This design comes from an exercise in tuning for small area on the open sky130 flow, not from production work.
The RTL was checked by simulation tests, not by an equivalence proof against the original design.
The clock port is modelled as an ideal driver; clocking choices that lean on that would not hold on a real chip.
No activity file was given, so power comes from the tool's default toggle rates.

## run A
// dot_entry_top
module dot_entry_top (
	input  logic        clk2,
	input  logic        rst,
	input  logic        next_trigger,
	input  logic        key_valid,
	input  logic [3:0]  key_nibble,
	output logic [3:0]  phase_code,
	output logic [7:0]  tracker,
	output logic [7:0]  seg0,
	output logic [7:0]  seg1,
	output logic [7:0]  seg2,
	output logic [7:0]  seg3,
	output logic [15:0] dot_result
);
For scale: ~540 cells after synthesis, roughly 68 I/O pins, ~0.0068 sq mm of cells after synthesis.
==> flow/config.mk <==
export PLATFORM = sky130hd
export DESIGN_NAME = dot_entry_top
export DESIGN_NICKNAME = dot_entry_top
export VERILOG_FILES = /design/flow/design.v
export SDC_FILE = /design/flow/constraint.sdc
export NUM_CORES = 4
export LEC_CHECK = 0
export CAP_MARGIN = 10
export CORE_MARGIN = 2
export CORE_UTILIZATION = 65
export GPL_TIMING_DRIVEN = 0
export SLEW_MARGIN = 10
==> flow/constraint.sdc <==
create_clock -name core_clock -period 10.0 [get_ports {clk2}]
set_input_delay 2.0000 -clock core_clock [delete_from_list [all_inputs] [get_ports {clk2}]]
set_output_delay 2.0000 -clock core_clock [all_outputs]
set_load 0.01 [all_outputs]
standard.sh (not shown) runs the stock make flow with config.mk's settings and CLKGATE_MAP_FILE= SYNTH_SCRIPT=/design/flow/synth_recipe.tcl, a recipe that flattens the netlist after the stock synthesis.
==> flow/flow/run.sh <==
#!/bin/bash
# Layout flow: the standard synthesis, then the combinational logic
# between the registers and full adders is remapped for area (registers,
# their names and cell types are kept), then the standard layout with
# small port buffers and a clock tree of small buffers.
# Each tool writes its full output to a log file of its own here.
set -euo pipefail
HERE=$(pwd)
FL=$HERE/flow
R=$HERE/orfs/results/sky130hd/dot_entry_top/base
LIB=$FLOW_HOME/platforms/sky130hd/lib/sky130_fd_sc_hd__tt_025C_1v80.lib
ABC_SCRIPT=${ABC_SCRIPT:-"strash;&get -n;&deepsyn -T 60;&put;dch -f;amap"}

# 1. standard synthesis
bash standard.sh synth > synth.log 2>&1
cp $R/1_2_yosys.v $HERE/std_synth.v

# 2. remap the combinational logic
KEEP="sky130_fd_sc_hd__df* sky130_fd_sc_hd__edf* sky130_fd_sc_hd__fa_* sky130_fd_sc_hd__conb_1"
cat > resyn_a.ys <<EOS
read_liberty -ignore_miss_func $LIB
read_verilog $HERE/std_synth.v
hierarchy -top $FLOW_TOP
setattr -mod -set keep_hierarchy 1 $KEEP
flatten
opt_clean -purge
write_json $HERE/flat.json
EOS
yosys -s resyn_a.ys > resyn_a.log 2>&1
# full adders to flip (inputs and outputs inverted) so no inverter sits between two adders
python3 $FL/faflip.py flat.json $FLOW_TOP flip0.txt flip1.txt 2> faflip.log
echo "$ABC_SCRIPT" | tr ';' '\n' > resyn.abc
for k in 0 1; do
SEL=""
for c in $(cat flip$k.txt); do SEL="$SEL $FLOW_TOP/$c"; done
cat > resyn_b$k.ys <<EOS
read_liberty -ignore_miss_func $LIB
read_verilog $HERE/std_synth.v
hierarchy -top $FLOW_TOP
setattr -mod -set keep_hierarchy 1 $KEEP
flatten
# internal wire names go, so the ports keep their drivers without aliases
rename -hide w:* i:* o:* %u %d
opt_clean -purge
$( [ -n "$SEL" ] && echo "techmap -map $FL/faflip.v $SEL" )
chtype -map \$__FAFLIP sky130_fd_sc_hd__fa_1
techmap
opt_expr
opt_clean -purge
abc -liberty $LIB -script $HERE/resyn.abc $(cat $FL/dontuse.txt)
opt_clean -purge
# the cell types abc used lost their modules in flatten: read them back as black boxes
read_liberty -lib -overwrite $LIB
setundef -zero
hilomap -singleton -hicell sky130_fd_sc_hd__conb_1 HI -locell sky130_fd_sc_hd__conb_1 LO
splitnets
opt_clean -purge
insbuf -buf sky130_fd_sc_hd__buf_4 A X
select $FLOW_TOP
tee -o $HERE/resyn_stat$k.txt stat -liberty $LIB
check -assert
write_verilog -noattr -nohex -nodec -selected $HERE/resyn$k.v
EOS
yosys -s resyn_b$k.ys > resyn_b$k.log 2>&1 &
done
wait
a0=$(grep -m1 "Chip area for module" resyn_stat0.txt | awk '{print $NF}')
a1=$(grep -m1 "Chip area for module" resyn_stat1.txt | awk '{print $NF}')
if python3 -c "import sys; sys.exit(0 if $a0 <= $a1 else 1)"; then k=0; else k=1; fi
echo "remapped areas: $a0 $a1, keeping $k" > resyn_choice.log
cp resyn$k.v $R/1_2_yosys.v
rm -f $R/1_synth.odb $R/1_synth.sdc

# 3. standard layout
bash standard.sh \
  BUFFER_PORTS_ARGS="-buffer_cell sky130_fd_sc_hd__buf_1" \
  CTS_ARGS="-sink_clustering_enable -repair_clock_nets -dont_use_dummy_load -buf_list sky130_fd_sc_hd__clkbuf_4" \
  POST_CTS_TCL=$FL/post_cts.tcl \
  finish > layout.log 2>&1
Other scripts of this flow, unchanged in this note and not shown: flow/flow/dontuse.txt, flow/flow/faflip.py, flow/flow/faflip.v, flow/flow/post_cts.tcl
Run A finished every stage and its layout cleared the timing, design-rule and antenna checks.
Here is what was changed in the inputs of run B compared with run A.
diff --git a/flow/config.mk b/flow/config.mk
--- a/flow/config.mk
+++ b/flow/config.mk
@@ -7,6 +7,5 @@
 export LEC_CHECK = 0
-export CAP_MARGIN = 10
+export CAP_MARGIN = 20
 export CORE_MARGIN = 2
 export CORE_UTILIZATION = 65
-export GPL_TIMING_DRIVEN = 0
-export SLEW_MARGIN = 10
+export SLEW_MARGIN = 20
Findings:
- Run B reached the end of the flow, and the finished layout is clean on the timing, design-rule and antenna checks.
- On met1 wire length, run A and run B are neck and neck.
- Between run A and run B, the flow reports maximum frequency increasing by a few percent.
- Run B — total global routing track utilization 0.52 points higher, run A as reference
The following lists how run C was set up differently from run B:
diff --git a/flow/flow/run.sh b/flow/flow/run.sh
--- a/flow/flow/run.sh
+++ b/flow/flow/run.sh
@@ -11,3 +11,4 @@
 LIB=$FLOW_HOME/platforms/sky130hd/lib/sky130_fd_sc_hd__tt_025C_1v80.lib
-ABC_SCRIPT=${ABC_SCRIPT:-"strash;&get -n;&deepsyn -T 60;&put;dch -f;amap"}
+ABC_SCRIPT=${ABC_SCRIPT:-"strash;&get -n;&deepsyn -T 60 -S SEED;&put;dch -f;amap"}
+SEEDS=${SEEDS:-"0 1 2"}
 
@@ -31,3 +32,4 @@
 python3 $FL/faflip.py flat.json $FLOW_TOP flip0.txt flip1.txt 2> faflip.log
-echo "$ABC_SCRIPT" | tr ';' '\n' > resyn.abc
+# several abc runs (both flip sets, a few random seeds for deepsyn); the
+# smallest netlist is kept
 for k in 0 1; do
@@ -35,3 +37,6 @@
 for c in $(cat flip$k.txt); do SEL="$SEL $FLOW_TOP/$c"; done
-cat > resyn_b$k.ys <<EOS
+for seed in $SEEDS; do
+t=${k}_$seed
+echo "$ABC_SCRIPT" | sed "s/SEED/$seed/" | tr ';' '\n' > resyn_$t.abc
+cat > resyn_b$t.ys <<EOS
 read_liberty -ignore_miss_func $LIB
@@ -49,3 +54,3 @@
 opt_clean -purge
-abc -liberty $LIB -script $HERE/resyn.abc $(cat $FL/dontuse.txt)
+abc -liberty $LIB -script $HERE/resyn_$t.abc $(cat $FL/dontuse.txt) $FLOW_TOP
 opt_clean -purge
@@ -59,14 +64,20 @@
 select $FLOW_TOP
-tee -o $HERE/resyn_stat$k.txt stat -liberty $LIB
+tee -o $HERE/resyn_stat$t.txt stat -liberty $LIB
 check -assert
-write_verilog -noattr -nohex -nodec -selected $HERE/resyn$k.v
+write_verilog -noattr -nohex -nodec -selected $HERE/resyn$t.v
 EOS
-yosys -s resyn_b$k.ys > resyn_b$k.log 2>&1 &
+yosys -s resyn_b$t.ys > resyn_b$t.log 2>&1 &
+done
 done
 wait
-a0=$(grep -m1 "Chip area for module" resyn_stat0.txt | awk '{print $NF}')
-a1=$(grep -m1 "Chip area for module" resyn_stat1.txt | awk '{print $NF}')
-if python3 -c "import sys; sys.exit(0 if $a0 <= $a1 else 1)"; then k=0; else k=1; fi
-echo "remapped areas: $a0 $a1, keeping $k" > resyn_choice.log
-cp resyn$k.v $R/1_2_yosys.v
+best=""; besta=""
+for f in resyn_stat*.txt; do
+  t=${f#resyn_stat}; t=${t%.txt}
+  [ -f resyn$t.v ] || continue
+  a=$(grep -m1 "Chip area for module" $f | awk '{print $NF}')
+  echo "remapped area $t: $a" >> resyn_choice.log
+  if [ -z "$best" ] || python3 -c "import sys; sys.exit(0 if $a < $besta else 1)"; then best=$t; besta=$a; fi
+done
+echo "keeping $best" >> resyn_choice.log
+cp resyn$best.v $R/1_2_yosys.v
 rm -f $R/1_synth.odb $R/1_synth.sdc
--- outcome ---
Run C completed end to end with timing, DRC and antenna clean. Reported for run C and run B, die area turned out identical to the last digit. Comparing run B with run C, the final design area excluding fillers came out essentially unchanged. Fraction of power consumed by the clock network essentially unchanged between run B and run C. Reported for run C and run B, die extent in y turned out identical to the last digit. Reported for run C and run B, area of the mapped netlist turned out identical to the last digit. Reported for run C and run B, overall fraction of global-route tracks in use turned out identical to the last digit. Re total via count after detailed routing: no difference whatsoever between run C and run B. Taking run B as the reference, in run C total of endpoints with negative setup slack in the final report neither gained nor lost much; sum of net half-perimeters after detailed placement neither gained nor lost much; worst setup slack neither gained nor lost much. From run C to run B, total leakage power did not move at all.

[re-timing with driven ports]
The results above use ideal ports. As a check the final layouts listed here were re-extracted and re-timed, cells and wires unchanged.
Step 1 (the two cells are an assumption about what drives the block):
set clk [get_ports {clk2}]
set_driving_cell -lib_cell sky130_fd_sc_hd__clkbuf_16 $clk
set_driving_cell -lib_cell sky130_fd_sc_hd__buf_2 [delete_from_list [all_inputs] $clk]
Step 2 also shifts input and output timing later by t, the mid clock arrival at the registers, as if the neighbouring blocks saw the same clock.
a / b / c = no drivers / after step 1 / after step 2; a / b = the first two.
run | shift t [ns] | setup slack, ns | worst hold slack (ns) | pins driven straight from the clock port
run A | 0.456 | 0.312 / 0.326 / -0.130 | 0.386 / 0.386 / 0.386 | 1
run B | 0.443 | 0.700 / 0.715 / 0.272 | 0.395 / 0.395 / 0.395 | 1
run C | 0.443 | 0.700 / 0.715 / 0.272 | 0.395 / 0.395 / 0.395 | 1
Met with ideal ports but missed after step 2: setup timing in run A. For run A, which loses most, drivers alone change the setup slack by +0.014 ns; drivers and shift together by -0.442 ns.
